Source: an optimization exercise on an open RTL-to-GDS flow (aim: small area, a short achievable clock period and few clock cycles per item). Production flows keep margins and buffers that such runs may drop.
Where RTL was checked, it was by simulation tests only, not by an equivalence proof against the original.
The RTL of runs 2 to 4 was laid out without a check of its function.
Power figures rest on the tool's default switching activity, not on a simulated workload.

`flow/config.mk`:
```
export PLATFORM = sky130hd
export DESIGN_NAME = uri_component_splitter_top
export DESIGN_NICKNAME = uri_component_splitter_top
export VERILOG_FILES = /design/flow/design.v
export SDC_FILE = /design/flow/constraint.sdc
export NUM_CORES = 4
export LEC_CHECK = 0
export CAP_MARGIN = 20
export CORE_MARGIN = 2
export CORE_UTILIZATION = 40
export CTS_CLUSTER_DIAMETER = 100
export CTS_CLUSTER_SIZE = 28
export SETUP_SLACK_MARGIN = 2.0
export SLEW_MARGIN = 20
```
`flow/constraint.sdc`:
```
create_clock -name core_clock -period 5.0 [get_ports {clk}]
set_input_delay 1.0000 -clock core_clock [delete_from_list [all_inputs] [get_ports {clk}]]
set_output_delay 1.0000 -clock core_clock [all_outputs]
set_load 0.01 [all_outputs]
```
`flow/design.v`:
```
`timescale 1ns / 1ps
package ucs_pkg;
  localparam int MAX_LEN_DEF = 4096;
  localparam int CH_W     = 8;
  localparam int OFS_W    = 13;
  localparam int PORT_W   = 16;
  localparam int NUM_COMP = 7;
  localparam logic [CH_W-1:0] CH_HASH  = 8'h23;
  localparam logic [CH_W-1:0] CH_QUEST = 8'h3F;
  localparam logic [CH_W-1:0] CH_SLASH = 8'h2F;
  localparam logic [CH_W-1:0] CH_COLON = 8'h3A;
  localparam logic [CH_W-1:0] CH_PLUS  = 8'h2B;
  localparam logic [CH_W-1:0] CH_MINUS = 8'h2D;
  localparam logic [CH_W-1:0] CH_DOT   = 8'h2E;
  localparam logic [CH_W-1:0] CH_ZERO  = 8'h30;
  localparam logic [CH_W-1:0] CH_NINE  = 8'h39;
  typedef struct packed {
    logic [NUM_COMP-1:0] mask;
    logic [OFS_W-1:0]    c;
    logic [OFS_W-1:0]    q;
    logic [OFS_W-1:0]    h;
    logic [OFS_W-1:0]    n;
    logic                has_host;
    logic                abs_flag;
    logic                frag_only_flag;
    logic                overflow;
  } ucs_snap_t;
  function automatic logic is_alpha(input logic [CH_W-1:0] c);
    is_alpha = ((c >= 8'h61 && c <= 8'h7A) || (c >= 8'h41 && c <= 8'h5A));
  endfunction
  function automatic logic is_digit(input logic [CH_W-1:0] c);
    is_digit = ((c >= CH_ZERO) && (c <= CH_NINE));
  endfunction
  function automatic logic is_scheme_char(input logic [CH_W-1:0] c);
    is_scheme_char = (is_alpha(c) || is_digit(c) || c == CH_PLUS || c == CH_MINUS || c == CH_DOT);
  endfunction
endpackage
`timescale 1ns / 1ps
module ucs_parser (
  input  logic                     clk,
  input  logic                     rst,
  input  logic                     step,    
  input  logic                     clear,   
  input  logic [ucs_pkg::CH_W-1:0] ch,
  output ucs_pkg::ucs_snap_t       snap,
  output logic [ucs_pkg::OFS_W-1:0]  l_out,
  output logic [ucs_pkg::OFS_W-1:0]  e_out,
  output logic [ucs_pkg::PORT_W-1:0] port_out,
  output logic                     port_ok,
  output logic                     in_auth
);
  localparam int W = ucs_pkg::OFS_W;
  typedef enum logic [2:0] {
    M_START, M_SCHEME, M_AT_P, M_SLASH1, M_AUTH, M_PATH, M_QUERY, M_FRAG
  } mode_t;
  mode_t         mode, mode_n;
  logic [W-1:0]  pos;
  logic [W-1:0]  c_pos, l_pos, e_pos, q_pos, h_pos;
  logic          absolute, frag_only, has_host, colon_seen;
  logic          has_path, has_query, has_frag, overflow;
  logic [16:0]   acc;       
  logic [3:0]    dig;       
  logic          fold;
  logic [2:0]    cnt;       
  logic          bad;
  logic is_hash, is_quest, is_slash, is_colon, is_al, is_dg, is_sc;
  assign is_hash  = (ch == ucs_pkg::CH_HASH);
  assign is_quest = (ch == ucs_pkg::CH_QUEST);
  assign is_slash = (ch == ucs_pkg::CH_SLASH);
  assign is_colon = (ch == ucs_pkg::CH_COLON);
  assign is_al    = ucs_pkg::is_alpha(ch);
  assign is_dg    = ucs_pkg::is_digit(ch);
  assign is_sc    = ucs_pkg::is_scheme_char(ch);
  logic live;   
  assign live = step && !pos[W-1];
  logic set_c, set_l, set_e, set_q, set_h, set_path, set_host, set_fonly;
  logic port_acc, port_bad;
  always_comb begin
    mode_n    = mode;
    set_c     = 1'b0;
    set_l     = 1'b0;
    set_e     = 1'b0;
    set_q     = 1'b0;
    set_h     = 1'b0;
    set_path  = 1'b0;
    set_host  = 1'b0;
    set_fonly = 1'b0;
    port_acc  = 1'b0;
    port_bad  = 1'b0;
    unique case (mode)
      M_START, M_AT_P: begin
        if (is_hash) begin
          set_h     = 1'b1;
          set_fonly = (mode == M_START);
          mode_n    = M_FRAG;
        end else if (is_quest) begin
          set_q  = 1'b1;
          mode_n = M_QUERY;
        end else if (mode == M_START && is_al) begin
          mode_n = M_SCHEME;
        end else if (is_slash) begin
          mode_n = M_SLASH1;
        end else begin
          set_path = 1'b1;
          mode_n   = M_PATH;
        end
      end
      M_SCHEME: begin
        if (is_colon) begin
          set_c  = 1'b1;
          mode_n = M_AT_P;
        end else if (!is_sc) begin
          set_path = 1'b1;
          mode_n   = M_PATH;
          if (is_quest) begin
            set_q  = 1'b1;
            mode_n = M_QUERY;
          end else if (is_hash) begin
            set_h  = 1'b1;
            mode_n = M_FRAG;
          end
        end
      end
      M_SLASH1: begin
        if (is_slash) begin
          set_host = 1'b1;
          mode_n   = M_AUTH;
        end else begin
          set_path = 1'b1;
          mode_n   = M_PATH;
          if (is_quest) begin
            set_q  = 1'b1;
            mode_n = M_QUERY;
          end else if (is_hash) begin
            set_h  = 1'b1;
            mode_n = M_FRAG;
          end
        end
      end
      M_AUTH: begin
        if (is_slash) begin
          set_e    = 1'b1;
          set_path = 1'b1;
          mode_n   = M_PATH;
        end else if (is_quest) begin
          set_e  = 1'b1;
          set_q  = 1'b1;
          mode_n = M_QUERY;
        end else if (is_hash) begin
          set_e  = 1'b1;
          set_h  = 1'b1;
          mode_n = M_FRAG;
        end else if (is_colon) begin
          set_l = 1'b1;
        end else if (colon_seen) begin
          if (!is_dg || cnt >= 3'd5) port_bad = 1'b1;
          else                       port_acc = 1'b1;
        end
      end
      M_PATH: begin
        if (is_quest) begin
          set_q  = 1'b1;
          mode_n = M_QUERY;
        end else if (is_hash) begin
          set_h  = 1'b1;
          mode_n = M_FRAG;
        end
      end
      M_QUERY: begin
        if (is_hash) begin
          set_h  = 1'b1;
          mode_n = M_FRAG;
        end
      end
      default: ;
    endcase
  end
  always_ff @(posedge clk) begin
    if (rst || clear) begin
      mode       <= M_START;
      pos        <= '0;
      absolute   <= 1'b0;
      frag_only  <= 1'b0;
      has_host   <= 1'b0;
      colon_seen <= 1'b0;
      has_path   <= 1'b0;
      has_query  <= 1'b0;
      has_frag   <= 1'b0;
      overflow   <= 1'b0;
    end else if (step) begin
      if (pos[W-1]) begin
        overflow <= 1'b1;
      end else begin
        pos  <= pos + W'(1);
        mode <= mode_n;
        if (set_c)     absolute   <= 1'b1;
        if (set_fonly) frag_only  <= 1'b1;
        if (set_host)  has_host   <= 1'b1;
        if (set_l)     colon_seen <= 1'b1;
        if (set_path)  has_path   <= 1'b1;
        if (set_q)     has_query  <= 1'b1;
        if (set_h)     has_frag   <= 1'b1;
      end
    end
  end
  always_ff @(posedge clk) begin
    if (live && set_c) c_pos <= pos;
    if (live && set_l) l_pos <= pos;
    if ((live && set_e) || (clear && mode == M_AUTH)) e_pos <= pos;
    if (live && set_q) q_pos <= pos;
    if (live && set_h) h_pos <= pos;
    if (live && set_l) begin
      acc  <= '0;
      cnt  <= '0;
      bad  <= 1'b0;
    end else begin
      if (fold) acc <= 17'(acc[13:0]) * 17'd10 + 17'(dig);
      if (live && port_bad) begin
        bad <= 1'b1;
      end else if (live && port_acc) begin
        dig <= ch[3:0];
        cnt <= cnt + 3'd1;
      end
    end
  end
  always_ff @(posedge clk) begin
    if (rst) fold <= 1'b0;
    else     fold <= live && port_acc && !set_l;
  end
  always_comb begin
    snap.mask = {1'b1, has_frag, has_query,
                 has_path || mode == M_SCHEME || mode == M_SLASH1,
                 colon_seen, has_host, absolute};
    snap.c          = c_pos;
    snap.q          = q_pos;
    snap.h          = h_pos;
    snap.n          = pos;
    snap.has_host   = has_host;
    snap.abs_flag       = absolute;
    snap.frag_only_flag = frag_only;
    snap.overflow       = overflow;
  end
  assign l_out    = l_pos;
  assign e_out    = e_pos;
  assign port_out = acc[15:0];
  assign port_ok  = !bad && cnt != 3'd0 && !acc[16];
  assign in_auth  = (mode == M_AUTH);
endmodule
`timescale 1ns / 1ps
module ucs_emit (
  input  logic                        clk,
  input  logic                        rst,
  input  logic                        load,
  input  ucs_pkg::ucs_snap_t          snap_in,
  input  logic [ucs_pkg::OFS_W-1:0]   l_in,
  input  logic [ucs_pkg::OFS_W-1:0]   e_in,
  input  logic [ucs_pkg::PORT_W-1:0]  port_in,
  input  logic                        port_valid,
  output logic                        free,
  output logic                        le_busy,
  output logic                        rec_valid,
  input  logic                        rec_ready,
  output logic [2:0]                  rec_component,
  output logic [ucs_pkg::OFS_W-1:0]   rec_start_offset,
  output logic [ucs_pkg::OFS_W-1:0]   rec_length,
  output logic [ucs_pkg::PORT_W-1:0]  rec_port_value,
  output logic                        rec_abs_flag,
  output logic                        rec_frag_only_flag,
  output logic                        rec_overflow,
  output logic                        rec_last
);
  localparam int W = ucs_pkg::OFS_W;
  ucs_pkg::ucs_snap_t           snap;
  logic [ucs_pkg::NUM_COMP-1:0] pending;    
  logic [ucs_pkg::NUM_COMP-1:0] sel;        
  logic [ucs_pkg::NUM_COMP-1:0] after_sel, sel_after, sel_load;
  logic                         busy;       
  logic [2:0]                   sel_comp;
  logic                         out_valid;
  logic                         advance;
  logic                         port_ok;    
  function automatic logic [ucs_pkg::NUM_COMP-1:0] lowest(input logic [ucs_pkg::NUM_COMP-1:0] m);
    lowest = m & (~m + ucs_pkg::NUM_COMP'(1));
  endfunction
  assign after_sel = pending & ~sel;
  assign sel_after = lowest(after_sel);
  assign sel_load  = lowest(snap_in.mask);
  always_comb begin
    sel_comp = 3'd6;
    for (int i = ucs_pkg::NUM_COMP - 1; i >= 0; i--) begin
      if (sel[i]) sel_comp = 3'(i);
    end
  end
  assign advance = busy && (!out_valid || rec_ready);
  assign free    = !busy || (sel[6] && advance);
  typedef struct packed {
    logic b_c, b_l, b_e, b_q, b_h;
    logic s_c, s_l, s_e, s_q, s_h, s_n;
    logic k;
  } pick_t;
  function automatic pick_t pick_of(input logic [ucs_pkg::NUM_COMP-1:0] r,
                                    input logic [ucs_pkg::NUM_COMP-1:0] p,
                                    input logic hh);
    pick_t x;
    x.b_c = r[1] | (r[3] & !hh);
    x.b_l = r[2];
    x.b_e = r[3] & hh;
    x.b_q = r[4];
    x.b_h = r[5];
    x.s_c = r[0];
    x.s_l = r[1] & p[2];
    x.s_e = (r[1] & !p[2]) | r[2];
    x.s_q = r[3] & p[4];
    x.s_h = (r[3] & !p[4] & p[5]) | (r[4] & p[5]);
    x.s_n = (r[3] & !p[4] & !p[5]) | (r[4] & !p[5]) | r[5] | r[6];
    x.k   = r[2] | r[4] | r[5];
    pick_of = x;
  endfunction
  pick_t pick;
  logic [W-1:0] base, stop, start, len;
  assign base = ({W{pick.b_c}} & snap.c) | ({W{pick.b_l}} & l_in) | ({W{pick.b_e}} & e_in) |
                ({W{pick.b_q}} & snap.q) | ({W{pick.b_h}} & snap.h);
  assign stop = ({W{pick.s_c}} & snap.c) | ({W{pick.s_l}} & l_in) | ({W{pick.s_e}} & e_in) |
                ({W{pick.s_q}} & snap.q) | ({W{pick.s_h}} & snap.h) | ({W{pick.s_n}} & snap.n);
  logic [W:0] len_x;
  assign start = base + W'(pick.k);
  assign len_x = {stop, 1'b1} + {~base, !pick.k};
  assign len   = len_x[W:1];
  always_ff @(posedge clk) begin
    if (rst) begin
      pending   <= '0;
      sel       <= '0;
      busy      <= 1'b0;
      pick      <= '0;
      out_valid <= 1'b0;
    end else begin
      if (load) begin
        pending <= snap_in.mask;
        sel     <= sel_load;
        busy    <= 1'b1;
        pick    <= pick_of(sel_load, snap_in.mask, snap_in.has_host);
      end else if (advance) begin
        pending <= after_sel;
        sel     <= sel_after;
        busy    <= !sel[6];
        pick    <= pick_of(sel_after, after_sel, snap.has_host);
      end
      if (advance)        out_valid <= 1'b1;
      else if (rec_ready) out_valid <= 1'b0;
    end
  end
  always_ff @(posedge clk) begin
    if (load) begin
      snap   <= snap_in;
      snap.c <= snap_in.abs_flag ? snap_in.c : (snap_in.has_host ? W'(2) : W'(0));
    end else if (advance && sel[0]) begin
      snap.c <= snap.c + (snap.has_host ? W'(3) : W'(1));
    end
    if (advance) begin
      rec_component      <= sel_comp;
      rec_start_offset   <= start;
      rec_length         <= len;
      rec_abs_flag       <= snap.abs_flag;
      rec_frag_only_flag <= snap.frag_only_flag;
      rec_overflow       <= snap.overflow;
      rec_last           <= sel[6];
      port_ok            <= sel[2] && port_valid;
    end
  end
  assign le_busy = pending[1] || pending[2] || (pending[3] && snap.has_host) ||
                   (out_valid && port_ok);
  assign rec_port_value = port_ok ? port_in : '0;
  assign rec_valid      = out_valid;
endmodule
`timescale 1ns / 1ps
module uri_component_splitter_top #(
  parameter int MAX_LEN = ucs_pkg::MAX_LEN_DEF
) (
  input  logic              clk,
  input  logic              rst,
  input  logic              uri_valid,
  output logic              uri_ready,
  input  logic [ucs_pkg::CH_W-1:0]   uri_ch,
  input  logic              uri_end_of_uri,
  output logic              rec_valid,
  input  logic              rec_ready,
  output logic [2:0]        rec_component,
  output logic [ucs_pkg::OFS_W-1:0]  rec_start_offset,
  output logic [ucs_pkg::OFS_W-1:0]  rec_length,
  output logic [ucs_pkg::PORT_W-1:0] rec_port_value,
  output logic              rec_abs_flag,
  output logic              rec_frag_only_flag,
  output logic              rec_overflow,
  output logic              rec_last
);
  ucs_pkg::ucs_snap_t snap;
  logic [ucs_pkg::OFS_W-1:0]  l_pos, e_pos;
  logic [ucs_pkg::PORT_W-1:0] port_value;
  logic      port_ok;
  logic      in_auth, le_busy;
  logic      free;
  logic      waiting;    
  logic      consume, ended, load;
  logic                      in_v, in_eou;
  logic [ucs_pkg::CH_W-1:0]  in_ch;
  assign consume   = in_v && !waiting && !(in_auth && le_busy);
  assign uri_ready = !in_v || consume;
  assign ended     = consume && in_eou;
  assign load      = free && (ended || waiting);
  always_ff @(posedge clk) begin
    if (rst) begin
      in_v    <= 1'b0;
      waiting <= 1'b0;
    end else begin
      if (uri_ready) in_v <= uri_valid;
      waiting <= (ended || waiting) && !free;
    end
  end
  always_ff @(posedge clk) begin
    if (uri_ready) begin
      in_ch  <= uri_ch;
      in_eou <= uri_end_of_uri;
    end
  end
  ucs_parser u_parser (
    .clk      (clk),
    .rst      (rst),
    .step     (consume && !in_eou),
    .clear    (load),
    .ch       (in_ch),
    .snap     (snap),
    .l_out    (l_pos),
    .e_out    (e_pos),
    .port_out (port_value),
    .port_ok  (port_ok),
    .in_auth  (in_auth)
  );
  ucs_emit u_emit (
    .clk        (clk),
    .rst        (rst),
    .load       (load),
    .snap_in    (snap),
    .l_in       (l_pos),
    .e_in       (e_pos),
    .port_in    (port_value),
    .port_valid (port_ok),
    .free       (free),
    .le_busy    (le_busy),
    .rec_valid          (rec_valid),
    .rec_ready          (rec_ready),
    .rec_component      (rec_component),
    .rec_start_offset   (rec_start_offset),
    .rec_length         (rec_length),
    .rec_port_value     (rec_port_value),
    .rec_abs_flag       (rec_abs_flag),
    .rec_frag_only_flag (rec_frag_only_flag),
    .rec_overflow       (rec_overflow),
    .rec_last           (rec_last)
  );
endmodule
```
`flow/flow/run.sh`:
```
#!/bin/bash
# The standard layout, with the port buffers made from buf_2 cells instead of
# the delay buffers buffer_ports picks by default.
set -e
export BUFFER_PORTS_ARGS="-buffer_cell sky130_fd_sc_hd__buf_2"
bash standard.sh > standard.log 2>&1
```
`flow/standard.sh`:
```
#!/bin/bash
# synth_recipe.tcl (not shown) runs the flow's synth.tcl, then flattens the netlist and writes it again
# the make line also repeats each setting of config.mk as NAME=value (left out here)
make -C /OpenROAD-flow-scripts/flow DESIGN_CONFIG=/design/flow/config.mk WORK_HOME=/design/flow/orfs CLKGATE_MAP_FILE= SYNTH_SCRIPT=/design/flow/synth_recipe.tcl "${@:-finish}"
```
==> results of run 1 <==
per-layer routing:
metal / vias to the layer above / part of all wire
li1: 4053 / -
met1: 3951 / 0.49
met2: 257 / 0.43
met3: 33 / 0.057
met4: 0 / 0.019
met5: - / 0
cells by family (layout without fill, tap and decap cells):
logic type,after synthesis,after routing
compound gates,235,235
xor+xnor,68,68
fa+ha+maj,53,53
buf+inv,97,166
flops,239,239
mux,9,9
simple gates,366,366
per-stage QoR:
stage	hold WS, ps	cell area (um^2)	setup slack [ps]	util	cells
4_1_cts	419	12900	1990	0.449	1500
5_1_grt	423	13100	1960	0.457	1520
6_report	421	13100	2060	0.457	1520
3_5_place_dp	405	12400	1500	0.430	1471
2_1_floorplan	400	11700	2020	-	1067
3_3_place_gp	401	12400	1550	0.430	1471
flip-flops by register name (all words and copies together) (netlist names), 6 cells and up:
signal,flops
u_emit.pick,12
u_parser.c_pos,13
u_parser.e_pos,13
in_ch,8
u_parser.acc,17
u_parser.l_pos,13
u_parser.q_pos,13
u_parser.pos,13
u_parser.h_pos,13
u_emit.rec_start_offset,13
u_emit.pending,6
u_emit.snap,56
u_emit.rec_length,13
timing repair:
item                                    4_1_cts  5_1_grt
gates resized for setup                      35       19
pin swaps                                     3       15
endpoints found under the setup margin       76       16
buffers inserted                              8       20
final cells by class:
type	instances	area (um^2)
flip-flops and latches	239	6510
clock inverters	5	53.8
well taps	384	480
fillers	2635	15600
multi-input cells	731	4990
inverters	43	161
clock buffers	16	337
repair buffers	102	608
worst max-delay path: stages (launching register included):
cell	delay (ps)
dfxtp_4	430
a222oi_1	380
and3_2	300
ha_1	290
o21a_1	200
o21ai_0	140
inv_1	60
o41ai_2	60
nor2_1	100
or3_1	340
a2111o_1	370
o211ai_1	90
layout by cell type (no fill, tap or decap), drive strengths merged, types with 12 or more instances in the layout:
cell type / count
dfxtp: 71
nor2b: 14
ha: 49
inv: 46
nand2: 80
nand3: 54
xor2: 25
a22oi: 51
a211oi: 17
and2: 21
a21oi: 52
clkbuf: 17
a222oi: 12
nor3: 29
edfxtp: 168
xnor2: 43
buf: 101
nor2: 106
o21ai: 45
worst max path at each step:
stage                            startpoint                     to  slack [ps]  cells past startpoint
final                        u_emit.pick[8]  u_emit.rec_length[12]        2060                     11
after global routing        u_emit.snap[44]  u_emit.rec_length[12]        1960                     11
after CTS                 u_parser.l_pos[0]  u_emit.rec_length[12]        1990                     11
after detailed placement     u_emit.pick[8]  u_emit.rec_length[12]        1500                     12
after global placement      u_emit.pick[10]  u_emit.rec_length[12]        1550                     12
after floorplan              u_emit.pick[9]  u_emit.rec_length[12]        2020                     13
report_power, final:
part           internal [uW]  switching [uW]  total, uW
clock                    503             645       1150
combinational            192             254        445
sequential              2170            49.9       2220
==> results.toml, run 1 <==
[outcome]
status = "no timing/DRC/antenna violations"

[placed_design]
place_hpwl_um = 19400
routabilityCongestion = 0.887
portBuffers = 63

[timing]
tns_ps = 0
setup_viol = 0
fin_skew_ps = 24.9
hold_viol_final = 0
maxSlewViolCount = 0
finalCritPeriodShare = 0.588
relSlewSlack = 0.269
worst_slew_pin_slew_ps = 1100
period_minus_slack_ps = 2940
max_freq_mhz = 340
rsz0062_at_grt = "true"

[hold_path]
worstHoldStart = "u_parser.h_pos[12]"
hold_class = "reg -> reg"
holdPathEnd = "u_emit.snap[29]"
whs_path_depth = 0

[die]
core_um2 = 28800
start_util = 0.407
io_pins = 64
dieHeight_um = 175
rows = 62
die_width_um = 175
fp.dieArea_um2 = 30700

[cts]
cts_hold_buf = 0
cts.sinks = 239
ctsRootBufferMaster = "clkbuf_16"
htree_num_levels = 1
cts_buffers = 13
worstSkewPairLatency_ps = 490
clkSlewWorstSetupHoldPaths_ps = 100
cts_tree = "done"
cts_max_path_buffers = 3

[global_route]
grt_pass1_wl_um = 43200
grt_pass1_vias = 7702
antenna_found_initial = 0
met3_usage = 0.0215
use_met1 = 0.273
top_usage_layer = "met1"
gr-usage-met2 = 0.265
grt-ovfl-total = 0
grt_max_degree = 41
grtUsageTotal = 0.177

[route]
first_pass_iters = 6
num_vias = 8294
wirelength_um = 27300
routedWlPerCell_um = 17.9
viasPerCell = 5.46
drtAntennaViolNets = 0
drt_iter0_markers = 885
drc_errors = 0

[critical_path]
cp-start-kind = "register"
endpoint_kind = "register"
cp.required_ps = 5320
path_class = "reg -> reg"
crit_arrival_ps = 3270
reg2reg_depth = 11
timing.rr.start = "u_emit.pick[8]"
r2r-end = "u_emit.rec_length[12]"
critPathMaxFanout = 17
r2r_setup_slack_ps = 2060

[yosys]
synth_top_family_by_area = "simple AND/OR/NAND/NOR gates"
yosys_most_used_dff = "edfxtp_1"
synthTopCellsByArea = "edfxtp_1, dfxtp_1, ha_1, nor2_1, a22oi_1"
synth_edf_count = 168
ys_top_cells_by_count = "edfxtp_1, nor2_1, nand2_1"
synth_compound_area_frac = 0.139
synthDistinctLibCells = 82
synthMostInstantiatedCell = "edfxtp_1"
synthArstFlopShare = 0
ys_seq_elements = 239
netlist_instances = 1067
ys.warnings.count = 3
synth_nets = 1133
ys_seq_area_frac = 0.552
synth_area_um2 = 11700
synth-simple-area-share = 0.156
yosysTopAreaCellShare = 0.431
synthXorXnorAreaFrac = 0.0528
yosys.area.top_type = "edfxtp_1"
synth_fa_ha_area_frac = 0.0592
muxShareOfSynthArea = 0.00769
syn_area_per_cell_um2 = 11.0

[power]
power_uw = 3810
p_leak_uw = 0.00475
power.density_nw_per_um2 = 290
ir_worst_vdd_mv = 0.224

[cells_and_area]
nNetsFinal = 1196
area_growth_pct = 12.2
diodes = 0
layout-drive-gt1-share = 0.161

[run]
drv_cap = 0
Testbench counts, summed over its fixed seeds: cycles 95,490, items 94,275.
==> run 2, diff against run 1 <==
--- a/flow/design.v
+++ b/flow/design.v
@@ -34,6 +34,28 @@
   function automatic logic is_scheme_char(input logic [CH_W-1:0] c);
     is_scheme_char = (is_alpha(c) || is_digit(c) || c == CH_PLUS || c == CH_MINUS || c == CH_DOT);
   endfunction
+  function automatic logic [OFS_W-1:0] add_ofs(input logic [OFS_W-1:0] a,
+                                               input logic [OFS_W-1:0] b,
+                                               input logic             cin);
+    logic [OFS_W:0] g, p, gn, pn;
+    logic [OFS_W-1:0] s;
+    g = {a & b, cin};
+    p = {a ^ b, 1'b0};
+    for (int d = 1; d <= OFS_W; d = d * 2) begin
+      gn = g;
+      pn = p;
+      for (int i = 0; i <= OFS_W; i++) begin
+        if ((i & d) != 0) begin
+          gn[i] = g[i] | (p[i] & g[(i & ~(d - 1)) - 1]);
+          pn[i] = p[i] & p[(i & ~(d - 1)) - 1];
+        end
+      end
+      g = gn;
+      p = pn;
+    end
+    for (int i = 0; i < OFS_W; i++) s[i] = a[i] ^ b[i] ^ g[i];
+    add_ofs = s;
+  endfunction
 endpackage
 `timescale 1ns / 1ps
 module ucs_parser (
@@ -322,10 +344,8 @@
                 ({W{pick.b_q}} & snap.q) | ({W{pick.b_h}} & snap.h);
   assign stop = ({W{pick.s_c}} & snap.c) | ({W{pick.s_l}} & l_in) | ({W{pick.s_e}} & e_in) |
                 ({W{pick.s_q}} & snap.q) | ({W{pick.s_h}} & snap.h) | ({W{pick.s_n}} & snap.n);
-  logic [W:0] len_x;
-  assign start = base + W'(pick.k);
-  assign len_x = {stop, 1'b1} + {~base, !pick.k};
-  assign len   = len_x[W:1];
+  assign start = ucs_pkg::add_ofs(base, '0, pick.k);
+  assign len   = ucs_pkg::add_ofs(stop, ~base, !pick.k);
   always_ff @(posedge clk) begin
     if (rst) begin
       pending   <= '0;
==> flow/run.sh (new file) <==
#!/bin/bash
# synth_recipe.tcl (not shown) runs the flow's synth.tcl, then flattens the netlist and writes it again
# the make line also repeats each setting of config.mk as NAME=value (left out here)
make -C /OpenROAD-flow-scripts/flow DESIGN_CONFIG=/design/flow/config.mk WORK_HOME=/design/flow/orfs CLKGATE_MAP_FILE= SYNTH_SCRIPT=/design/flow/synth_recipe.tcl finish
removed: flow/flow/run.sh
removed: flow/standard.sh
==> run 2 against run 1 <==
Wire length down 3.1%. Global-route usage decreased by 0.48 points. Worst hold slack lost 3.6 ps. Worst setup slack lost 74 ps. Largest cell class unchanged. Critical path depth increased by 1. Flip-flop and latch count unchanged. Clock power barely moved. Via count down 3.6%.
==> results.toml, run 2 <==
[outcome]
status = "no timing/DRC/antenna violations"

[critical_path]
cp_slowest_cell = "edfxtp_1"
timing.rr.start = "u_emit.snap[31]"
cp_slowest_stage_delay_ps = 480
r2r-end = "u_emit.rec_length[12]"
crit_arrival_ps = 3240
cp.required_ps = 5220
worstPathCellList = "a222oi_1 -> nand2_1 -> inv_2 -> ha_4 -> a21o_1 -> a21o_1 -> a21oi_2 -> nor2b_2 -> o41a_1 -> a41o_1 -> o41ai_2 -> xnor2_1"
path_class = "reg -> reg"
reg2reg_depth = 12
endpoint_kind = "register"
r2r_setup_slack_ps = 1980
cp-start-kind = "register"
cp_top_family = "compound AO/OA/AOI/OAI gates"
critPathMaxFanout = 4
worst-path-buf-inv = 1
crit_top_cell = "a21o_1"

[cells_and_area]
top_register = "u_emit.snap"
layout_commonest_cell = "edfxtp_1"
largest_reg_flops = 56
reg_top3 = "u_emit.snap x56, u_parser.acc x17"
layout-drive-gt1-share = 0.133
final_cell_mix = "edfxtp_1, nor2_1, nand2_1"
finalInstanceArea_um2 = 13400
area_growth_pct = 17.6
diodes = 0
fill_cells = 2544
nNetsFinal = 1171

[hold_path]
holdPathEnd = "u_emit.snap[31]"
worstHoldStart = "u_parser.q_pos[1]"
whs_path_depth = 0
hold_class = "reg -> reg"

[die]
rows = 61
fp.dieArea_um2 = 29900
io_pins = 64
start_util = 0.408
die_width_um = 173
dieHeight_um = 173
core_um2 = 27900

[global_route]
grt_pass1_wl_um = 41600
grt_max_degree = 50
grt-ovfl-total = 0
antenna_found_initial = 0
grtUsageTotal = 0.172
grt_pass1_vias = 7568

[timing]
rsz0062_at_grt = "true"
tns_ps = 0
period_minus_slack_ps = 3020
worst_slew_pin_slew_ps = 849
setup_ws_ps = 1980
fin_skew_ps = 22.2
setup_viol = 0
relSlewSlack = 0.433
max_freq_mhz = 332
finalCritPeriodShare = 0.603
hold_viol_final = 0
maxSlewViolCount = 0

[yosys]
yosys_most_used_dff = "edfxtp_1"
ys_top_cells_by_count = "edfxtp_1, nor2_1, nand2_1"
synth_area_um2 = 11400
ys.warnings.count = 3
ys_seq_area_frac = 0.567
synthTopCellsByArea = "edfxtp_1, dfxtp_1, ha_1, a22oi_1, nor2_1"
synth_edf_count = 168
syn_area_per_cell_um2 = 11.3
yosys.area.top_type = "edfxtp_1"
yosysTopAreaCellShare = 0.442
synthArstFlopShare = 0
synth_nets = 1077
ys_seq_elements = 239
synthDistinctLibCells = 74
synthMostInstantiatedCell = "edfxtp_1"
netlist_instances = 1007

[cts]
clkSlewWorstSetupHoldPaths_ps = 110
worstSkewPairLatency_ps = 490
cts_buffers = 12
ctsRootBufferMaster = "clkbuf_16"
cts_max_path_buffers = 3
cts.sinks = 239
htree_num_levels = 1
cts_tree = "done"

[placed_design]
place_hpwl_um = 17600
pre_cts_slack_ps = 1380
routabilityCongestion = 0.836
portBuffers = 63
dpl_cell_area_um2 = 12500

[route]
num_vias = 7992
wirelength_um = 26400
drtAntennaViolNets = 0
routedWlPerCell_um = 17.8
drt_iter0_markers = 828
viasPerCell = 5.38
first_pass_iters = 6
drc_errors = 0

[power]
ir_worst_vdd_mv = 0.165
p_leak_uw = 0.00477
power.density_nw_per_um2 = 288

[run]
drv_cap = 0
-- run 2: cell count changes after synthesis, moves of 6 or more --
cell | before | now
a21oi_1 | 50 | 56
o21ai_1 | 3 | 12
xnor2_1 | 41 | 35
o21ai_0 | 40 | 8
nor2_1 | 106 | 99
a21o_1 | 4 | 11
-- run 2: logic make-up after synthesis --
kind of cell | synth area share
AO/OA/AOI/OAI | 0.135
XOR/XNOR | 0.0519
adder cells (fa/ha/maj) | 0.0671
buffers and inverters | 0.0319
flip-flops | 0.567
multiplexers | 0.00702
AND/OR/NAND/NOR | 0.141
-- run 2: what timing repair did --
| action | 4_1_cts | 5_1_grt |
|---|---|---|
| endpoints found under the setup margin | 71 | 126 |
| setup buffers | 32 | 16 |
| pin swaps | 22 | 18 |
| gates resized for setup | 46 | 21 |
| hold buffers | 0 | 0 |
-- run 2: how the worst max path moves through the flow --
stage                          startpoint                     to  slack, ps  depth (start not counted)
final                     u_emit.snap[31]  u_emit.rec_length[12]       1980                         12
after global routing      u_parser.acc[5]       u_parser.acc[15]       1820                         10
after CTS                 u_emit.snap[31]  u_emit.rec_length[12]       1910                         12
after detailed placement        rec_ready        u_emit.snap[52]       1380                          9
after global placement          rec_ready        u_emit.snap[53]       1430                          9
after floorplan           u_parser.acc[1]       u_parser.acc[16]       2010                         12
-- run 2: routing by layer --
metal | track usage | share of wire | up-vias
li1 | - | - | 3885
met1 | 0.256 | 0.47 | 3809
met2 | 0.271 | 0.45 | 274
met3 | 0.0209 | 0.069 | 24
met4 | 0.0374 | 0.010 | 0
met5 | 0 | 0 | -
-- run 2: cell type report --
cell class                 instances  area, um^2  area share
sequential                       239        6520       0.486
inverter                          47         179      0.0133
timing repair buffer             126        1140      0.0849
tap                              378         473      0.0352
clock inverter                     1        16.3     0.00121
multi-input combinational        675        4730       0.353
clock buffer                      19         358      0.0267
-- run 2: per-stage QoR --
step	total power, uW	instances	utilization	hold slack (ps)
finish	3870	1485	0.480	417
detailed placement	2740	1417	0.446	405
global placement	2730	1417	0.446	401
global route	4040	1485	0.480	423
CTS	3870	1469	0.473	413
floorplan	2590	1007	-	400
-- run 2: power by group --
| group | switching, uW | internal (uW) |
|---|---|---|
| clock | 612 | 507 |
| sequential | 51.3 | 2170 |
| combinational | 273 | 252 |
-- run 2: worst reg2reg max path, cell delays in order (launching register included) --
cell and delay (ps):
edfxtp_1 480, a222oi_1 340, nand2_1 150, inv_2 100
ha_4 190, a21o_1 170, a21o_1 180, a21oi_2 140
nor2b_2 60, o41a_1 340, a41o_1 250, o41ai_2 240
xnor2_1 120
==> run 3, diff against run 2 <==
--- a/flow/design.v
+++ b/flow/design.v
@@ -16,7 +16,7 @@
   localparam logic [CH_W-1:0] CH_NINE  = 8'h39;
   typedef struct packed {
     logic [NUM_COMP-1:0] mask;
-    logic [OFS_W-1:0]    c;
+    logic [OFS_W-1:0]    s;
     logic [OFS_W-1:0]    q;
     logic [OFS_W-1:0]    h;
     logic [OFS_W-1:0]    n;
@@ -34,28 +34,6 @@
   function automatic logic is_scheme_char(input logic [CH_W-1:0] c);
     is_scheme_char = (is_alpha(c) || is_digit(c) || c == CH_PLUS || c == CH_MINUS || c == CH_DOT);
   endfunction
-  function automatic logic [OFS_W-1:0] add_ofs(input logic [OFS_W-1:0] a,
-                                               input logic [OFS_W-1:0] b,
-                                               input logic             cin);
-    logic [OFS_W:0] g, p, gn, pn;
-    logic [OFS_W-1:0] s;
-    g = {a & b, cin};
-    p = {a ^ b, 1'b0};
-    for (int d = 1; d <= OFS_W; d = d * 2) begin
-      gn = g;
-      pn = p;
-      for (int i = 0; i <= OFS_W; i++) begin
-        if ((i & d) != 0) begin
-          gn[i] = g[i] | (p[i] & g[(i & ~(d - 1)) - 1]);
-          pn[i] = p[i] & p[(i & ~(d - 1)) - 1];
-        end
-      end
-      g = gn;
-      p = pn;
-    end
-    for (int i = 0; i < OFS_W; i++) s[i] = a[i] ^ b[i] ^ g[i];
-    add_ofs = s;
-  endfunction
 endpackage
 `timescale 1ns / 1ps
 module ucs_parser (
@@ -77,7 +55,7 @@
   } mode_t;
   mode_t         mode, mode_n;
   logic [W-1:0]  pos;
-  logic [W-1:0]  c_pos, l_pos, e_pos, q_pos, h_pos;
+  logic [W-1:0]  s_pos, l_pos, e_pos, q_pos, h_pos, p1;
   logic          absolute, frag_only, has_host, colon_seen;
   logic          has_path, has_query, has_frag, overflow;
   logic [16:0]   acc;       
@@ -93,6 +71,7 @@
   assign is_al    = ucs_pkg::is_alpha(ch);
   assign is_dg    = ucs_pkg::is_digit(ch);
   assign is_sc    = ucs_pkg::is_scheme_char(ch);
+  assign p1 = pos + W'(1);
   logic live;   
   assign live = step && !pos[W-1];
   logic set_c, set_l, set_e, set_q, set_h, set_path, set_host, set_fonly;
@@ -213,7 +192,7 @@
       if (pos[W-1]) begin
         overflow <= 1'b1;
       end else begin
-        pos  <= pos + W'(1);
+        pos  <= p1;
         mode <= mode_n;
         if (set_c)     absolute   <= 1'b1;
         if (set_fonly) frag_only  <= 1'b1;
@@ -226,11 +205,11 @@
     end
   end
   always_ff @(posedge clk) begin
-    if (live && set_c) c_pos <= pos;
-    if (live && set_l) l_pos <= pos;
+    if (live && (set_c || set_host)) s_pos <= p1;
+    if (live && set_l) l_pos <= p1;
     if ((live && set_e) || (clear && mode == M_AUTH)) e_pos <= pos;
-    if (live && set_q) q_pos <= pos;
-    if (live && set_h) h_pos <= pos;
+    if (live && set_q) q_pos <= p1;
+    if (live && set_h) h_pos <= p1;
     if (live && set_l) begin
       acc  <= '0;
       cnt  <= '0;
@@ -253,7 +232,7 @@
     snap.mask = {1'b1, has_frag, has_query,
                  has_path || mode == M_SCHEME || mode == M_SLASH1,
                  colon_seen, has_host, absolute};
-    snap.c          = c_pos;
+    snap.s          = (absolute || has_host) ? s_pos : '0;
     snap.q          = q_pos;
     snap.h          = h_pos;
     snap.n          = pos;
@@ -304,6 +283,7 @@
   function automatic logic [ucs_pkg::NUM_COMP-1:0] lowest(input logic [ucs_pkg::NUM_COMP-1:0] m);
     lowest = m & (~m + ucs_pkg::NUM_COMP'(1));
   endfunction
+  assign sel       = lowest(pending);
   assign after_sel = pending & ~sel;
   assign sel_after = lowest(after_sel);
   assign sel_load  = lowest(snap_in.mask);
@@ -316,52 +296,51 @@
   assign advance = busy && (!out_valid || rec_ready);
   assign free    = !busy || (sel[6] && advance);
   typedef struct packed {
-    logic b_c, b_l, b_e, b_q, b_h;
-    logic s_c, s_l, s_e, s_q, s_h, s_n;
-    logic k;
+    logic b_s, b_l, b_e, b_q, b_h;
+    logic s_s, s_l, s_e, s_q, s_h, s_n;
+    logic two, ci;
   } pick_t;
   function automatic pick_t pick_of(input logic [ucs_pkg::NUM_COMP-1:0] r,
                                     input logic [ucs_pkg::NUM_COMP-1:0] p,
                                     input logic hh);
     pick_t x;
-    x.b_c = r[1] | (r[3] & !hh);
+    x.b_s = r[1] | (r[3] & !hh);
     x.b_l = r[2];
     x.b_e = r[3] & hh;
     x.b_q = r[4];
     x.b_h = r[5];
-    x.s_c = r[0];
+    x.s_s = r[0];
     x.s_l = r[1] & p[2];
     x.s_e = (r[1] & !p[2]) | r[2];
     x.s_q = r[3] & p[4];
     x.s_h = (r[3] & !p[4] & p[5]) | (r[4] & p[5]);
     x.s_n = (r[3] & !p[4] & !p[5]) | (r[4] & !p[5]) | r[5] | r[6];
-    x.k   = r[2] | r[4] | r[5];
+    x.two = r[0] & hh;
+    x.ci  = x.s_e | x.s_n;
     pick_of = x;
   endfunction
   pick_t pick;
-  logic [W-1:0] base, stop, start, len;
-  assign base = ({W{pick.b_c}} & snap.c) | ({W{pick.b_l}} & l_in) | ({W{pick.b_e}} & e_in) |
+  logic [W-1:0] base, stop, len;
+  assign base = ({W{pick.b_s}} & snap.s) | ({W{pick.b_l}} & l_in) | ({W{pick.b_e}} & e_in) |
                 ({W{pick.b_q}} & snap.q) | ({W{pick.b_h}} & snap.h);
-  assign stop = ({W{pick.s_c}} & snap.c) | ({W{pick.s_l}} & l_in) | ({W{pick.s_e}} & e_in) |
+  assign stop = ({W{pick.s_s}} & snap.s) | ({W{pick.s_l}} & l_in) | ({W{pick.s_e}} & e_in) |
                 ({W{pick.s_q}} & snap.q) | ({W{pick.s_h}} & snap.h) | ({W{pick.s_n}} & snap.n);
-  assign start = ucs_pkg::add_ofs(base, '0, pick.k);
-  assign len   = ucs_pkg::add_ofs(stop, ~base, !pick.k);
+  logic [W:0] len_x;
+  assign len_x = {stop, 1'b1} + {~(base | {{(W-2){1'b0}}, pick.two, 1'b0}), pick.ci};
+  assign len   = len_x[W:1];
   always_ff @(posedge clk) begin
     if (rst) begin
       pending   <= '0;
-      sel       <= '0;
       busy      <= 1'b0;
       pick      <= '0;
       out_valid <= 1'b0;
     end else begin
       if (load) begin
         pending <= snap_in.mask;
-        sel     <= sel_load;
         busy    <= 1'b1;
         pick    <= pick_of(sel_load, snap_in.mask, snap_in.has_host);
       end else if (advance) begin
         pending <= after_sel;
-        sel     <= sel_after;
         busy    <= !sel[6];
         pick    <= pick_of(sel_after, after_sel, snap.has_host);
       end
@@ -370,15 +349,10 @@
     end
   end
   always_ff @(posedge clk) begin
-    if (load) begin
-      snap   <= snap_in;
-      snap.c <= snap_in.abs_flag ? snap_in.c : (snap_in.has_host ? W'(2) : W'(0));
-    end else if (advance && sel[0]) begin
-      snap.c <= snap.c + (snap.has_host ? W'(3) : W'(1));
-    end
+    if (load) snap <= snap_in;
     if (advance) begin
       rec_component      <= sel_comp;
-      rec_start_offset   <= start;
+      rec_start_offset   <= base;
       rec_length         <= len;
       rec_abs_flag       <= snap.abs_flag;
       rec_frag_only_flag <= snap.frag_only_flag;
==> run 3 against run 2 <==
Die area grew 0.62%. Sequential share of layout area grew 0.38 points. Count of clock-buffer cells in the layout shrank 1.
==> results.toml, run 3 <==
[critical_path]
cp_slowest_cell = "or3b_4"
critPathMaxFanout = 11
path_class = "reg -> out"
worstPathCellList = "or3b_4 -> a31oi_4 -> o21ai_1 -> buf_4 -> dlygate4sd2_1"
cp-start-kind = "register"
cp_top_family = "buffers and inverters"
worst-path-buf-inv = 2
crit_arrival_ps = 2080
cp.required_ps = 4000
endpoint_kind = "output port"
cp_slowest_stage_delay_ps = 450

[timing]
setup_ws_ps = 1920
max_freq_mhz = 324
fin_skew_ps = 27.5
rsz0062_at_grt = "true"
fin_hold_ws_ps = 421
period_minus_slack_ps = 3080
maxSlewViolCount = 0
tns_ps = 0
setup_viol = 0
hold_viol_final = 0
worst_slew_pin_slew_ps = 1060
relSlewSlack = 0.295
finalCritPeriodShare = 0.617

[cts]
cts_hold_buf = 0
cts_tree = "done"
cts_max_path_buffers = 3
cts.sinks = 237
worstSkewPairLatency_ps = 480
cts_buffers = 12
htree_num_levels = 1
ctsRootBufferMaster = "clkbuf_16"
clkSlewWorstSetupHoldPaths_ps = 110

[die]
io_pins = 64
dieHeight_um = 173
start_util = 0.403
rows = 62
die_width_um = 173
fp.dieArea_um2 = 30100
core_um2 = 28500

[yosys]
synthMostInstantiatedCell = "edfxtp_1"
ys_seq_elements = 237
netlist_instances = 1039
synthArstFlopShare = 0
synthDistinctLibCells = 81
synth_area_um2 = 11500
ys.warnings.count = 3
syn_area_per_cell_um2 = 11.1
synthTopCellsByArea = "edfxtp_1, dfxtp_1, ha_1, a22oi_1, nand2_1"
yosys_most_used_dff = "edfxtp_1"
ys_top_cells_by_count = "edfxtp_1, nand2_1, nor2_1"
ys_seq_area_frac = 0.560
yosysTopAreaCellShare = 0.439
synth_edf_count = 168
synth_nets = 1102
yosys.area.top_type = "edfxtp_1"

[cells_and_area]
top_register = "u_emit.snap"
area_growth_pct = 15.3
largest_reg_flops = 56
reg_top3 = "u_emit.snap x56, u_parser.acc x17"
fill_cells = 2658
layout_commonest_cell = "edfxtp_1"
nNetsFinal = 1156
final_cell_mix = "edfxtp_1, nand2_1, nor2_1"
seqCellArea_um2 = 6480
layout-drive-gt1-share = 0.111
diodes = 0
multiInputGateArea_um2 = 4810

[route]
routedWlPerCell_um = 16.9
drc_errors = 0
drt_iter0_markers = 513
wirelength_um = 25100
drtAntennaViolNets = 0
num_vias = 7926
viasPerCell = 5.34
first_pass_iters = 5

[outcome]
status = "no timing/DRC/antenna violations"

[power]
power.density_nw_per_um2 = 273
ir_worst_vdd_mv = 0.162
power_uw = 3610
p_leak_uw = 0.00477

[global_route]
grt-ovfl-total = 0
grt_max_degree = 46
antenna_found_initial = 0
grtUsageTotal = 0.163
grt_pass1_vias = 7411
grt_pass1_wl_um = 39700

[placed_design]
pre_cts_slack_ps = 1260
routabilityCongestion = 0.810
portBuffers = 63
place_hpwl_um = 17100

[hold_path]
hold_class = "reg -> reg"

[run]
drv_cap = 0
-- run 3: changes by cell type in the layout (fill, tap and decap cells not counted), sizes merged, moves of 7 or more --
cell and delta:
o21ai +13, nor2 -7, nor2b +9, xnor2 -7
a222oi -11, buf -30, and2 +7, nand2 +19
a31oi +7, nand3 -18
-- run 3: final timing paths --
path	slack, ps	cells past startpoint	to	from
max	1920	5	uri_ready	u_parser.mode[1]
min	420	0	u_emit.snap[40]	u_parser.q_pos[10]
max reg2reg	2040	12	u_emit.rec_length[12]	u_emit.pick[8]
min reg2reg	420	0	u_emit.snap[40]	u_parser.q_pos[10]
-- run 3: kinds of logic after synthesis --
| family | count (synthesis) | share of synthesized area |
|---|---|---|
| flops | 237 | 0.560 |
| buf+inv | 100 | 0.0364 |
| mux | 8 | 0.00697 |
| fa+ha+maj | 51 | 0.0573 |
| xor+xnor | 64 | 0.0488 |
| compound gates | 228 | 0.136 |
| simple gates | 351 | 0.155 |
-- run 3: cell type report --
cell class              count  area share
flip-flops and latches    237       0.490
multi-input cells         702       0.363
repair buffers             96      0.0697
well taps                 384      0.0363
clock buffers              18      0.0260
inverters                  44      0.0136
clock inverters             2     0.00132
-- run 3: repair_timing --
action	CTS	global route
endpoints found under the setup margin	158	95
buffers inserted	11	10
gates resized for setup	48	24
pin swaps	16	21
-- run 3: through the flow --
step | instance area (um^2) | util | instances
after floorplan | 11500 | - | 1039
after global placement | 12500 | 0.438 | 1442
after detailed placement | 12500 | 0.438 | 1442
after CTS | 13100 | 0.459 | 1473
after global routing | 13200 | 0.465 | 1483
final | 13200 | 0.465 | 1483
-- run 3: worst reg2reg max path, stage by stage, from the launching register on --
cell,delay (ps)
dfxtp_2,600
nand2_1,150
nand4_1,170
inv_2,70
ha_1,270
a21o_1,180
a21o_1,200
a21oi_2,170
a21oi_1,130
a221o_1,390
nand2_1,120
a31oi_2,130
xnor2_1,150
-- run 3: layer usage --
layer | up-vias | routed length (um) | GRT usage
met2 | 216 | 11500 | 0.265
li1 | 3892 | - | -
met5 | - | 0 | 0
met1 | 3789 | 11900 | 0.234
met3 | 29 | 1330 | 0.0211
met4 | 0 | 392 | 0.0374
-- run 3: power breakdown --
group          switching (uW)  leakage [uW]  internal [uW]
logic                     189       0.00234            165
registers                36.6       0.00226           2130
clock network             597      0.000175            492
==> run 4, diff against run 3 <==
--- a/flow/config.mk
+++ b/flow/config.mk
@@ -10,5 +10,5 @@
 export CORE_UTILIZATION = 40
 export CTS_CLUSTER_DIAMETER = 100
 export CTS_CLUSTER_SIZE = 28
-export SETUP_SLACK_MARGIN = 2.0
+export SETUP_SLACK_MARGIN = 2.3
 export SLEW_MARGIN = 20
==> run 4 against run 3 <==
Power increased by 4.7%. Combinational power up 23%. Worst setup slack improved by 94 ps. Clock skew increased by 16 ps. Sequential share of layout area is 1.7 points lower. Sequential power about the same. Wire length up 6.9%. Fmax rose by 3.1%. Die area is the same. Global-route usage rose by 1.0 points. Synthesized cell count stayed put. Flip-flop and latch count stayed put. Largest cell class unchanged.
==> results.toml, run 4 <==
[yosys]
yosys.area.top_type = "edfxtp_1"
netlist_instances = 1039
ys_seq_elements = 237
synth_nets = 1102
synthTopCellsByArea = "edfxtp_1, dfxtp_1, ha_1, a22oi_1, nand2_1"
synth_area_um2 = 11500
syn_area_per_cell_um2 = 11.1
yosysTopAreaCellShare = 0.439
synthMostInstantiatedCell = "edfxtp_1"
synth_edf_count = 168
synthDistinctLibCells = 81
synthArstFlopShare = 0
yosys_most_used_dff = "edfxtp_1"
ys.warnings.count = 3
ys_top_cells_by_count = "edfxtp_1, nand2_1, nor2_1"
ys_seq_area_frac = 0.560

[critical_path]
cp_slowest_stage_delay_ps = 430
worstPathCellList = "or3b_4 -> a31oi_4 -> o21ai_1 -> buf_6 -> clkdlybuf4s15_1"
crit_arrival_ps = 1990
cp_slowest_cell = "or3b_4"
cp_top_family = "simple AND/OR/NAND/NOR gates"
critPathMaxFanout = 8
cp.required_ps = 4000
worst-path-buf-inv = 2
endpoint_kind = "output port"
path_class = "reg -> out"
cp-start-kind = "register"

[timing]
max_freq_mhz = 334
finalCritPeriodShare = 0.598
fin_skew_ps = 44.0
hold_viol_final = 0
rsz0062_at_grt = "true"
tns_ps = 0
relSlewSlack = 0.611
worst_slew_pin_slew_ps = 583
period_minus_slack_ps = 2990
maxSlewViolCount = 0
setup_ws_ps = 2010
fin_hold_ws_ps = 396
setup_viol = 0

[die]
die_width_um = 173
rows = 62
dieHeight_um = 173
start_util = 0.403
io_pins = 64
fp.dieArea_um2 = 30100
core_um2 = 28500

[power]
p_leak_uw = 0.00508
pwr-share-comb = 0.115
power.density_nw_per_um2 = 275
pwr-share-clk = 0.311
p_sw_frac = 0.243
ir_worst_vdd_mv = 0.190
p_sw_uw = 920
sequentialPowerShare = 0.573
intPower_uw = 2860

[route]
num_vias = 8142
wirelength_um = 26800
viasPerCell = 5.37
routedWlPerCell_um = 17.7
drc_errors = 0
first_pass_iters = 5
drtAntennaViolNets = 0
drt_iter0_markers = 449

[global_route]
antenna_found_initial = 0
grt_pass1_vias = 7718
grt_pass1_wl_um = 42200
grtUsageTotal = 0.174
top_usage_layer = "met2"
gr-usage-met2 = 0.280
grt_max_degree = 46
use_met1 = 0.250
grt-ovfl-total = 0
met3_usage = 0.0211

[placed_design]
routabilityCongestion = 0.827
pre_cts_slack_ps = 1280
portBuffers = 63
dpl_cell_area_um2 = 12500
place_hpwl_um = 17400

[cts]
cts.sinks = 237
ctsRootBufferMaster = "clkbuf_16"
cts_hold_buf = 0
htree_num_levels = 1
clkSlewWorstSetupHoldPaths_ps = 110
cts_max_path_buffers = 3
worstSkewPairLatency_ps = 510
cts_tree = "done"
cts_buffers = 13

[cells_and_area]
area_growth_pct = 19.6
final_cell_mix = "edfxtp_1, nand2_1, nor2_1"
diodes = 0
top_register = "u_emit.snap"
nNetsFinal = 1187
layout-drive-gt1-share = 0.156
largest_reg_flops = 56
layout_commonest_cell = "edfxtp_1"
reg_top3 = "u_emit.snap x56, u_parser.acc x17"
finalInstanceArea_um2 = 13700
final_util = 0.482

[run]
drv_cap = 0

[outcome]
status = "no timing/DRC/antenna violations"

[hold_path]
hold_class = "reg -> reg"
==> run 4: layer usage <==
| layer | share of wire | up-vias | routed length, um |
|---|---|---|---|
| met2 | 0.46 | 210 | 12400 |
| met5 | 0 | - | 0 |
| met3 | 0.051 | 41 | 1370 |
| met4 | 0.017 | 0 | 450 |
| li1 | - | 3950 | - |
| met1 | 0.47 | 3941 | 12600 |
==> run 4: power by group through the flow <==
stage | Combinational, uW | Sequential (uW) | Clock, uW
after floorplan | 246 | 2210 | 0
after global placement | 324 | 2220 | 0
after detailed placement | 329 | 2220 | 0
after CTS | 390 | 2170 | 1200
after global routing | 476 | 2170 | 1260
final | 436 | 2170 | 1180
==> run 4: stage by stage <==
stage / total power, uW / cells
final: 3780 / 1515
after global routing: 3910 / 1515
after CTS: 3760 / 1494
after detailed placement: 2550 / 1441
after global placement: 2550 / 1441
after floorplan: 2450 / 1039
==> run 4: repair_timing <==
action	CTS	global route
pin swaps	25	26
gates resized for setup	82	33
gates cloned	2	1
setup endpoints to repair	242	148
buffers inserted	29	20
==> run 4: final cells by class <==
class | count | area [um^2]
inverters | 44 | 190
well taps | 384 | 480
flip-flops and latches | 237 | 6490
clock buffers | 17 | 340
multi-input cells | 702 | 4940
repair inverters | 1 | 6.26
repair buffers | 125 | 1210
fillers | 2618 | 14700
clock inverters | 5 | 68.8
==> run 4: path summary, 6_finish.rpt <==
| kind | depth (start not counted) | end | from | slack (ps) |
|---|---|---|---|---|
| max reg2reg | 12 | u_parser.acc[16] | u_parser.acc[3] | 2090 |
| min | 0 | u_emit.rec_frag_only_flag | u_emit.snap[1] | 400 |
| max | 5 | uri_ready | u_parser.mode[0] | 2010 |
| min reg2reg | 0 | u_emit.rec_frag_only_flag | u_emit.snap[1] | 400 |
==> run 4: worst reg2reg max path, stage by stage (launching register included) <==
cell and delay, ps:
dfxtp_4 390, ha_4 280, ha_4 130, inv_2 30, fa_2 360, nor2b_4 130, o31a_1 260, o21ai_2 110
xor2_2 160, or3_4 430, a211oi_2 250, xnor2_1 170, a211oi_2 90
==> run 4: cells by family (layout without fill, tap and decap cells) <==
| family | Yosys count | in the layout | synth area share |
|---|---|---|---|
| AOI/OAI and AO/OA | 228 | 228 | 0.136 |
| xor gates and xnor gates | 64 | 64 | 0.0488 |
| adders and majority gates | 51 | 51 | 0.0573 |
| buffers and inverters | 100 | 192 | 0.0364 |
| DFF | 237 | 237 | 0.560 |
| muxes | 8 | 8 | 0.00697 |
| and+or+nand+nor | 351 | 351 | 0.155 |
==> run 5, diff against run 4 <==
--- a/flow/design.v
+++ b/flow/design.v
@@ -47,7 +47,8 @@
   output logic [ucs_pkg::OFS_W-1:0]  e_out,
   output logic [ucs_pkg::PORT_W-1:0] port_out,
   output logic                     port_ok,
-  output logic                     in_auth
+  output logic                     in_auth,
+  output logic                     in_auth_next   
 );
   localparam int W = ucs_pkg::OFS_W;
   typedef enum logic [2:0] {
@@ -246,6 +247,7 @@
   assign port_out = acc[15:0];
   assign port_ok  = !bad && cnt != 3'd0 && !acc[16];
   assign in_auth  = (mode == M_AUTH);
+  assign in_auth_next = !(rst || clear) && (live ? (mode_n == M_AUTH) : in_auth);
 endmodule
 `timescale 1ns / 1ps
 module ucs_emit (
@@ -259,6 +261,7 @@
   input  logic                        port_valid,
   output logic                        free,
   output logic                        le_busy,
+  output logic                        le_busy_next,   
   output logic                        rec_valid,
   input  logic                        rec_ready,
   output logic [2:0]                  rec_component,
@@ -358,9 +361,17 @@
       rec_frag_only_flag <= snap.frag_only_flag;
       rec_overflow       <= snap.overflow;
       rec_last           <= sel[6];
-      port_ok            <= sel[2] && port_valid;
     end
   end
+  logic port_ok_next, out_valid_next, hh_next;
+  logic [ucs_pkg::NUM_COMP-1:0] pending_next;
+  assign port_ok_next   = (advance & sel[2] & port_valid) | (!advance & port_ok);
+  assign out_valid_next = !rst && (advance || (out_valid && !rec_ready));
+  assign pending_next   = rst ? '0 : load ? snap_in.mask : advance ? after_sel : pending;
+  assign hh_next        = load ? snap_in.has_host : snap.has_host;
+  assign le_busy_next   = pending_next[1] || pending_next[2] || (pending_next[3] && hh_next) ||
+                          (out_valid_next && port_ok_next);
+  always_ff @(posedge clk) port_ok <= port_ok_next;
   assign le_busy = pending[1] || pending[2] || (pending[3] && snap.has_host) ||
                    (out_valid && port_ok);
   assign rec_port_value = port_ok ? port_in : '0;
@@ -391,24 +402,24 @@
   logic [ucs_pkg::OFS_W-1:0]  l_pos, e_pos;
   logic [ucs_pkg::PORT_W-1:0] port_value;
   logic      port_ok;
-  logic      in_auth, le_busy;
+  logic      in_auth, le_busy, in_auth_next, le_busy_next;
+  logic      ready;      
   logic      free;
   logic      waiting;    
   logic      consume, ended, load;
   logic                      in_v, in_eou;
   logic [ucs_pkg::CH_W-1:0]  in_ch;
-  assign consume   = in_v && !waiting && !(in_auth && le_busy);
-  assign uri_ready = !in_v || consume;
+  logic in_v_next, waiting_next;
+  assign consume   = in_v && ready;
+  assign uri_ready = ready;
   assign ended     = consume && in_eou;
   assign load      = free && (ended || waiting);
+  assign in_v_next    = !rst && (ready ? uri_valid : in_v);
+  assign waiting_next = !rst && (ended || waiting) && !free;
   always_ff @(posedge clk) begin
-    if (rst) begin
-      in_v    <= 1'b0;
-      waiting <= 1'b0;
-    end else begin
-      if (uri_ready) in_v <= uri_valid;
-      waiting <= (ended || waiting) && !free;
-    end
+    in_v    <= in_v_next;
+    waiting <= waiting_next;
+    ready   <= !in_v_next || (!waiting_next && !(in_auth_next && le_busy_next));
   end
   always_ff @(posedge clk) begin
     if (uri_ready) begin
@@ -427,7 +438,8 @@
     .e_out    (e_pos),
     .port_out (port_value),
     .port_ok  (port_ok),
-    .in_auth  (in_auth)
+    .in_auth  (in_auth),
+    .in_auth_next (in_auth_next)
   );
   ucs_emit u_emit (
     .clk        (clk),
@@ -440,6 +452,7 @@
     .port_valid (port_ok),
     .free       (free),
     .le_busy    (le_busy),
+    .le_busy_next (le_busy_next),
     .rec_valid          (rec_valid),
     .rec_ready          (rec_ready),
     .rec_component      (rec_component),
==> run 5 against run 4 <==
Still clean. Worst hold slack improved by 27 ps. Power decreased by 0.77%. Count of clock-buffer cells in the layout unchanged. Cell area decreased by 0.82%. Utilization increased by 1.1 points. Combinational power decreased by 13%. Final cell count decreased by 0.92%. Critical path type is now reg -> reg. Largest power group unchanged. Highest routed layer unchanged.
==> results.toml, run 5 <==
[timing]
finalCritPeriodShare = 0.601
max_freq_mhz = 333
maxSlewViolCount = 0
fin_skew_ps = 41.3
worst_slew_pin_slew_ps = 1020
rsz0062_at_grt = "true"
setup_viol = 0
tns_ps = 0
period_minus_slack_ps = 3000
hold_viol_final = 0
relSlewSlack = 0.320

[placed_design]
portBuffers = 63
routabilityCongestion = 0.801
place_hpwl_um = 16800

[critical_path]
cp_slowest_cell = "dfxtp_4"
r2r_setup_slack_ps = 2000
path_class = "reg -> reg"
crit_path_start = "u_parser.acc[3]"
crit_top_cell = "ha_4"
r2r-end = "u_parser.acc[16]"
timing.rr.start = "u_parser.acc[3]"
crit_path_end = "u_parser.acc[16]"
reg2reg_depth = 13
endpoint_kind = "register"
cp_slowest_stage_delay_ps = 380
worstPathCellList = "ha_4 -> ha_4 -> inv_2 -> fa_2 -> nand2b_4 -> a21oi_4 -> xor2_2 -> nand4_1 -> or3_4 -> nor4b_4 -> nand3_1 -> xnor2_1 -> a211oi_1"
cp.required_ps = 5400
critPathMaxFanout = 4
cp-start-kind = "register"
crit_arrival_ps = 3400

[power]
power_uw = 3750
power.density_nw_per_um2 = 275
p_leak_uw = 0.00502
ir_worst_vdd_mv = 0.267

[global_route]
grt_max_degree = 42
grt_pass1_wl_um = 41100
antenna_found_initial = 0
grt_pass1_vias = 7620
grt-ovfl-total = 0
grtUsageTotal = 0.178

[route]
routedWlPerCell_um = 17.8
viasPerCell = 5.38
drt_iter0_markers = 706
drc_errors = 0
num_vias = 8077
drtAntennaViolNets = 0
wirelength_um = 26700
first_pass_iters = 6

[yosys]
ys_seq_area_frac = 0.575
synthTopCellsByArea = "edfxtp_1, dfxtp_1, ha_1, a22oi_1, nand2_1"
netlist_instances = 1013
synthMostInstantiatedCell = "edfxtp_1"
ys_top_cells_by_count = "edfxtp_1, nand2_1, nor2_1"
yosys.area.top_type = "edfxtp_1"
synth_nets = 1076
syn_area_per_cell_um2 = 11.0
synthDistinctLibCells = 65
yosys_most_used_dff = "edfxtp_1"
synth_area_um2 = 11200
ys.warnings.count = 3
ys_seq_elements = 238
yosysTopAreaCellShare = 0.448
synthArstFlopShare = 0
synth_edf_count = 167

[cts]
ctsRootBufferMaster = "clkbuf_16"
cts_max_path_buffers = 3
cts_tree = "done"
cts_buffers = 13
clkSlewWorstSetupHoldPaths_ps = 110
worstSkewPairLatency_ps = 500
cts.sinks = 238
htree_num_levels = 1

[outcome]
status = "no timing/DRC/antenna violations"

[hold_path]
hold_class = "reg -> reg"

[cells_and_area]
layout_commonest_cell = "edfxtp_1"
area_growth_pct = 21.7
nNetsFinal = 1179
diodes = 0
reg_top3 = "u_emit.snap x56, u_parser.acc x17"
layout-drive-gt1-share = 0.152
final_cell_mix = "edfxtp_1, nand2_1, nor2_1"
largest_reg_flops = 56
top_register = "u_emit.snap"

[die]
start_util = 0.405
dieHeight_um = 171
io_pins = 64
core_um2 = 27600
fp.dieArea_um2 = 29300
die_width_um = 171
rows = 61

[run]
drv_cap = 0
## run 5: changes by cell type after synthesis, moves of 6 or more
cell | before | now
buf_2 | 9 | 3
nand2_1 | 95 | 104
nand3_1 | 33 | 41
nand4_1 | 15 | 7
o31ai_1 | 4 | 10
or3_1 | 3 | 9
## run 5: final cells by class
class | instances | area [um^2]
Fill cell | 2526 | 14000
Sequential cell | 238 | 6490
Multi-Input combinational cell | 684 | 4730
Timing Repair Buffer | 133 | 1300
Tap cell | 378 | 473
Clock buffer | 17 | 340
Inverter | 45 | 188
Clock inverter | 5 | 81.3
Timing Repair inverter | 1 | 16.3
## run 5: how the worst min path moves through the flow
stage	startpoint	end	slack (ps)	cells past startpoint
CTS	u_parser.q_pos[5]	u_emit.snap[35]	430	0
finish	u_parser.q_pos[5]	u_emit.snap[35]	420	0
global route	u_parser.q_pos[0]	u_emit.snap[30]	430	0
detailed placement	u_parser.h_pos[3]	u_emit.snap[20]	400	0
floorplan	u_emit.snap[2]	u_emit.rec_abs_flag	400	0
global placement	u_parser.h_pos[9]	u_emit.snap[26]	400	0
## run 5: through the flow
step	hold WS (ps)	util	instances	cell area, um^2	setup slack [ps]
6_report	423	0.493	1501	13600	2000
4_1_cts	425	0.480	1483	13300	2000
2_1_floorplan	400	-	1013	11300	2090
3_3_place_gp	401	0.445	1419	12300	1290
5_1_grt	434	0.493	1501	13600	1820
3_5_place_dp	405	0.445	1419	12300	1230
## run 5: cell families after synthesis
family                   synth area share
AO/OA/AOI/OAI                       0.125
XOR/XNOR                           0.0438
adder cells (fa/ha/maj)            0.0606
buffers and inverters              0.0333
flip-flops                          0.575
multiplexers                      0.00626
AND/OR/NAND/NOR                     0.155
## run 5: layer usage
| layer | up-vias | global-route usage | part of all wire |
|---|---|---|---|
| li1 | 3893 | - | - |
| met1 | 3893 | 0.241 | 0.44 |
| met2 | 250 | 0.304 | 0.48 |
| met3 | 41 | 0.0196 | 0.051 |
| met4 | 0 | 0.0501 | 0.024 |
| met5 | - | 0 | 0 |
## run 5: critical path, delay by kind of cell, from the launching register on
family / cells / cell delay, ps
and+or+nand+nor: 5 / 1080
xor gates and xnor gates: 2 / 300
AOI/OAI and AO/OA: 2 / 370
adders and majority gates: 3 / 750
DFF: 1 / 380
buffers and inverters: 1 / 30
## run 5: timing repair
action                                  in CTS  in global routing
hold buffers                                 0                  0
endpoints found under the setup margin     158                107
buffers inserted                            40                 16
pin swaps                                   21                 24
gates cloned                                 2                  2
resized for setup                           70                 45
## run 5: power by group
part / internal, uW / switching, uW / total, uW
Combinational: 185 / 193 / 378
Clock: 537 / 661 / 1200
Sequential: 2140 / 31.3 / 2170
Total: 2870 / 886 / 3750
Testbench counts of run 5, summed over its fixed seeds: cycles 95,490, items 94,275.

-- re-timing with driven ports --
The flow's constraints put no driver on any port. The routed layouts listed below were extracted and timed again, unchanged, in two steps.
Step 1 (the two cells are an assumption about what drives the block):
set clk [get_ports {clk}]
set_driving_cell -lib_cell sky130_fd_sc_hd__clkbuf_16 $clk
set_driving_cell -lib_cell sky130_fd_sc_hd__buf_2 [delete_from_list [all_inputs] $clk]
Step 2 moves the port delays by t, midway between the first and last clock arrival at a register: inputs arrive t later, outputs are due t later. That takes back most of the time a late clock gives input paths.
a / b / c = no drivers / after step 1 / after step 2; a / b = the first two.
run	t, ns	slack for setup (ns)	slew at the worst register clock pin (ns)
run 1	0.528	2.058 / 2.020 / 1.792	0.11 / 0.11
run 2	0.527	1.984 / 1.984 / 1.691	0.11 / 0.11
run 3	0.517	1.917 / 1.869 / 1.751	0.11 / 0.11
run 4	0.531	2.010 / 1.965 / 2.091	0.11 / 0.11
run 5	0.526	1.997 / 1.997 / 1.997	0.11 / 0.11
After both steps every run listed still meets setup and hold. The setup slack of run 2, which loses most, moves by 0.000 ns with the drivers and by -0.293 ns with both steps.
